This is an optimization exercise on Yosys and OpenROAD, whose aim is small area, a short achievable clock period and few clock cycles, not a production implementation.
Power is estimated from default activity; no workload was simulated.

the reference run:
==> flow/design.v <==
package sre_pkg;
    localparam int MAX_SEGMENTS = 1024;
    localparam int HEADER_BYTES = 7;
    localparam int MAP_IDX_W = (MAX_SEGMENTS > 1) ? $clog2(MAX_SEGMENTS) : 1;
    localparam int COUNT_W   = $clog2(MAX_SEGMENTS + 1);
    localparam int POS_W     = 17;
    localparam int ADDR_W    = 26;
    localparam logic [POS_W-1:0] POS_MAX     = {POS_W{1'b1}};
    localparam logic [POS_W-1:0] POS_SEG_HI  = POS_W'(1);
    localparam logic [POS_W-1:0] POS_SEG_LO  = POS_W'(2);
    localparam logic [POS_W-1:0] POS_TOT_HI  = POS_W'(3);
    localparam logic [POS_W-1:0] POS_TOT_LO  = POS_W'(4);
    localparam logic [POS_W-1:0] POS_SIZE_HI = POS_W'(5);
    localparam logic [POS_W-1:0] POS_SIZE_LO = POS_W'(HEADER_BYTES - 1);
    localparam logic [POS_W-1:0] POS_PAYLOAD = POS_W'(HEADER_BYTES);
    typedef struct packed {
        logic [7:0] data_byte;
        logic       frame_start;
    } t_in_word;
    typedef struct packed {
        logic              write_valid;
        logic [ADDR_W-1:0] write_addr;
        logic [7:0]        write_data;
        logic              header_seen;
        logic [15:0]       total_segments;
        logic [3:0]        format_code;
        logic              complete;
        logic              bad_segment;
    } t_out_word;
endpackage
module segment_reassembly_engine (
    input  logic              i_clk,
    input  logic              i_rst_n,
    input  logic              i_cfg_we,
    input  logic [3:0]        i_cfg_data,
    input  logic              i_in_valid,
    output logic              o_in_ready,
    input  logic [8:0]        i_in_word,
    output logic              o_out_valid,
    input  logic              i_out_ready,
    output logic [57:0]       o_out_word
);
    logic        skid_v;
    logic [8:0]  skid_w;
    logic        h_valid, h_wv, h_bad;
    logic [7:0]  h_data;
    logic [3:0]  r_stream;
    logic [2:0]  hp;           
    logic        match;
    logic        acc_en;       
    logic        first;        
    logic        s_big;        
    logic [10:0] s;            
    logic [15:0] r_total;
    logic [15:0] r_size;
    logic [3:0]  r_format;
    logic        started;
    logic [10:0] count;
    logic        r_complete;
    logic [15:0] rem;
    logic [25:0] acc;
    logic        bad_r, eq0_r, eq1_r;
    logic [2:0]  mstep;        
    logic        restart;      
    logic        busy;
    logic [1023:0] ring;       
    logic [2:0]  ph;
    logic [2:0]  clr_cnt;
    logic        clr;
    logic        r_hit, r_hv;
    logic        pend_v;
    logic [1:0]  pend_hi;
    logic [8:0]  w;
    logic [7:0]  b;
    logic        fs, avail, go;
    logic [2:0]  hp_n;
    logic        is_p1, is_p2, is_p3, is_p4, is_p5, is_p6, is_pay;
    assign w      = skid_v ? skid_w : i_in_word;
    assign b      = w[8:1];
    assign fs     = w[0];
    assign hp_n   = fs ? 3'd0 : ((hp == 3'd7) ? 3'd7 : hp + 3'd1);
    assign is_p1  = !fs && match && (hp == 3'd0);
    assign is_p2  = !fs && match && (hp == 3'd1);
    assign is_p3  = !fs && match && (hp == 3'd2);
    assign is_p4  = !fs && match && (hp == 3'd3);
    assign is_p5  = !fs && match && (hp == 3'd4);
    assign is_p6  = !fs && match && (hp == 3'd5);
    assign is_pay = !fs && (hp[2:1] == 2'b11);
    assign o_in_ready = !skid_v;
    assign avail      = skid_v | i_in_valid;
    assign go         = !busy & avail & (!h_valid | i_out_ready) & !(pend_v & is_p2);
    always_ff @(posedge i_clk) begin
        if (!i_rst_n) skid_v <= 1'b0;
        else          skid_v <= avail & !go;
        if (!skid_v) skid_w <= i_in_word;
    end
    logic [10:0] cnt_base, cnt_inc;
    logic        bad_c, newseg, dup;
    assign cnt_base = started ? count : 11'd0;
    assign cnt_inc  = cnt_base + 11'd1;
    assign bad_c    = s_big || (s == 11'd0) || (s > 11'd1024) ||
                      ({5'd0, s} > r_total);
    always_ff @(posedge i_clk) begin
        bad_r <= bad_c;
        eq0_r <= ({5'd0, cnt_base} == r_total);
        eq1_r <= ({5'd0, cnt_inc} == r_total);
    end
    logic [127:0] taps0, taps4, set_r;
    logic         tapval, ph_now, pend_fire;
    logic [7:0]   row_sel;
    logic [15:0]  col_sel;
    genvar gi;
    generate
        for (gi = 0; gi < 128; gi++) begin : g_ring
            assign taps0[gi] = ring[8*gi];
            assign taps4[gi] = ring[8*gi+4];
            assign set_r[gi] = row_sel[gi/16] & col_sel[gi%16];
            always_ff @(posedge i_clk) begin
                ring[8*gi+7 -: 8] <= {(ring[8*gi] & !clr) | set_r[gi], ring[8*gi+7 -: 7]};
            end
        end
    endgenerate
    assign ph_now    = (ph[1:0] == s[8:7]);
    assign tapval    = ((ph[2] == s[9]) ? taps0[s[6:0]] : taps4[s[6:0]]) & !clr;
    assign dup       = r_hv ? r_hit : tapval;
    assign newseg    = !bad_r && !dup;
    assign pend_fire = pend_v && (ph == {pend_hi, s[7]});
    always_comb begin
        row_sel = '0;
        col_sel = '0;
        row_sel[s[6:4]] = pend_fire;
        col_sel[s[3:0]] = 1'b1;
    end
    always_ff @(posedge i_clk) begin
        if (!i_rst_n) begin
            ph      <= 3'd0;
            clr_cnt <= 3'd7;
            clr     <= 1'b1;
            pend_v  <= 1'b0;
        end else begin
            ph <= ph + 3'd1;
            if (clr_cnt != 3'd0) clr_cnt <= clr_cnt - 3'd1;
            else                 clr     <= 1'b0;
            if (go && is_p6 && !bad_r) begin
                pend_v  <= 1'b1;
                pend_hi <= s[9:8];
            end else if (pend_fire) begin
                pend_v  <= 1'b0;
            end
        end
        if (go && is_p2) begin
            r_hv <= 1'b0;
        end else if (ph_now) begin
            r_hv  <= 1'b1;
            r_hit <= tapval;
        end
    end
    logic        mode0;
    logic [25:0] op_a, op_x, op_y, csa_s, csa_c, sum;
    logic        cin;
    logic [1:0]  dig;
    assign mode0 = restart || (match && hp == 3'd1);
    always_comb begin
        case (mstep)
            3'd1:    dig = s[7:6];
            3'd2:    dig = s[5:4];
            3'd3:    dig = s[3:2];
            default: dig = s[1:0];
        endcase
        cin = 1'b0;
        if (mode0) begin
            op_a = s[10] ? {8'd0, r_size, 2'd0} : 26'd0;
            op_x = s[9]  ? {9'd0, r_size, 1'd0} : 26'd0;
            op_y = s[8]  ? {10'd0, r_size}      : 26'd0;
        end else if (mstep != 3'd0) begin
            op_a = {acc[23:0], 2'd0};
            op_x = dig[1] ? {9'd0, r_size, 1'd0} : 26'd0;
            op_y = dig[0] ? {10'd0, r_size}      : 26'd0;
        end else begin
            op_a = acc;
            op_x = first ? {10'h3ff, ~r_size} : 26'd0;
            op_y = 26'd0;
            cin  = 1'b1;
        end
        csa_s = op_a ^ op_x ^ op_y;
        csa_c = {(op_a[24:0] & op_x[24:0]) | (op_a[24:0] & op_y[24:0]) |
                 (op_x[24:0] & op_y[24:0]), 1'b0};
        sum   = csa_s + csa_c + {25'd0, cin};
    end
    always_ff @(posedge i_clk) begin
        if (!i_rst_n) begin
            r_stream   <= 4'd1;
            hp         <= 3'd0;
            match      <= 1'b0;
            acc_en     <= 1'b0;
            first      <= 1'b0;
            started    <= 1'b0;
            count      <= 11'd0;
            r_complete <= 1'b0;
            mstep      <= 3'd0;
            restart    <= 1'b0;
            busy       <= 1'b0;
            h_valid    <= 1'b0;
        end else begin
            if (i_cfg_we) r_stream <= i_cfg_data;
            h_valid <= go | (h_valid & !i_out_ready);
            if (mode0) begin
                if (restart || (go && is_p2)) begin
                    acc     <= sum;
                    mstep   <= 3'd1;
                    restart <= 1'b0;
                end else if (mstep != 3'd0) begin
                    mstep <= (mstep == 3'd4) ? 3'd0 : mstep + 3'd1;
                end
            end else if (mstep != 3'd0) begin
                acc   <= sum;
                mstep <= (mstep == 3'd4) ? 3'd0 : mstep + 3'd1;
                if (mstep == 3'd4) busy <= 1'b0;
            end else if (go && is_pay) begin
                acc <= sum;
            end
            if (go) begin
                hp <= hp_n;
                if (fs) begin
                    match  <= (b[7:4] == r_stream);
                    acc_en <= 1'b0;
                    first  <= 1'b0;
                    if ((b[7:4] == r_stream) && !started) r_format <= b[3:0];
                end
                if (is_p1) begin
                    s_big    <= (b[7:3] != 5'd0) || (b[2] && (b[1:0] != 2'd0));
                    s[10:8]  <= b[2:0];
                end
                if (is_p2) s[7:0] <= b;
                if (is_p3 && !started) r_total[15:8] <= b;
                if (is_p4 && !started) r_total[7:0]  <= b;
                if (is_p5 && !started) r_size[15:8]  <= b;
                if (is_p6) begin
                    if (!started) begin
                        r_size[7:0] <= b;
                        started     <= 1'b1;
                        restart     <= 1'b1;
                        busy        <= 1'b1;
                        rem         <= {r_size[15:8], b};
                    end else begin
                        rem         <= r_size;
                    end
                    acc_en     <= newseg;
                    first      <= newseg;
                    count      <= newseg ? cnt_inc : cnt_base;
                    r_complete <= newseg ? eq1_r : eq0_r;
                end
                if (is_pay && acc_en && (rem != 16'd0)) begin
                    rem   <= rem - 16'd1;
                    first <= 1'b0;
                end
                h_wv   <= is_pay && acc_en && (rem != 16'd0);
                h_data <= (is_pay && acc_en && (rem != 16'd0)) ? b : 8'd0;
                h_bad  <= is_p6 && bad_r;
            end
        end
    end
    assign o_out_valid = h_valid;
    assign o_out_word  = {h_wv,
                          acc & {26{h_wv}},
                          h_data,
                          started,
                          r_total & {16{started}},
                          r_format & {4{started}},
                          r_complete,
                          h_bad};
endmodule
clock: 9.0 ns
lec_check: 0
abc_clock_period_in_ps: 2500
cap_margin: 20
core_margin: 2
core_utilization: 40
setup_slack_margin: 5
slew_margin: 20
run.sh (not shown) runs the stock make flow with config.mk's settings and CLKGATE_MAP_FILE= SYNTH_SCRIPT=/design/flow/synth_recipe.tcl, a recipe that flattens the netlist after the stock synthesis.
The inputs of the trial run differ from those of the reference run as listed below.
- ABC_CLOCK_PERIOD_IN_PS no longer set, was 2500
==> flow/flow/run.sh (new file) <==
#!/bin/bash
# standard layout, with timing repair aiming at a larger setup margin
set -euo pipefail
bash standard.sh SETUP_SLACK_MARGIN=7 finish > standard_flow.log 2>&1
==> flow/standard.sh (new file) <==
#!/bin/bash
# synth_recipe.tcl (not shown) runs the flow's synth.tcl, then flattens the netlist and writes it again
# the make line also repeats each setting of config.mk as NAME=value (left out here)
make -C /OpenROAD-flow-scripts/flow DESIGN_CONFIG=/design/flow/config.mk WORK_HOME=/design/flow/orfs CLKGATE_MAP_FILE= SYNTH_SCRIPT=/design/flow/synth_recipe.tcl "${@:-finish}"
removed: flow/run.sh
--- outcome ---
In the trial run relative to the reference run, post-route met1 wirelength had gone up by a little under 10%. The final reports for the trial run and the reference run show register share of total power lower in the former. End-of-flow core utilization: the trial run higher than the reference run. Comparing the reference run and the trial run, critical path depth in cells is higher on the trial run. Of the trial run and the reference run, it is the trial run that has the higher final cell area excluding filler cells. The area overhead of the layout relative to synthesis of the trial run exceeds that of the reference run by 16 points. Taking the reference run as 1.0, the trial run lands at 0.913 on fill cell instance count of the final layout.
Function was not checked in any run of this note: the RTL went through the layout flow alone.

re-timing with driven ports:
The flow's constraints put no driver on any port. The routed layouts listed below were extracted and timed again, unchanged, in two steps.
Step 1, drivers: a clkbuf_16 drives i_clk and a buf_2 each remaining input, both assumed.
Step 2 also shifts input and output timing later by t, the mid clock arrival at the registers, as if the neighbouring blocks saw the same clock.
a / b / c = ideal / step 1 / step 2; a / b = the first two.
run	t (ns)	slack for setup (ns)	hold slack, ns	slew at the worst register clock pin (ns)	worst data-port slew with drivers (ns)
the reference run	0.722	4.470 / 4.470 / 4.450	0.297 / 0.297 / 0.297	0.07 / 0.07	0.04
the trial run	0.728	4.346 / 4.346 / 4.346	0.311 / 0.311 / 0.311	0.07 / 0.07	0.06
After both steps setup and hold are still met in every run listed. For the reference run, which loses most, drivers alone change the setup slack by 0.000 ns; drivers and shift together by -0.020 ns.
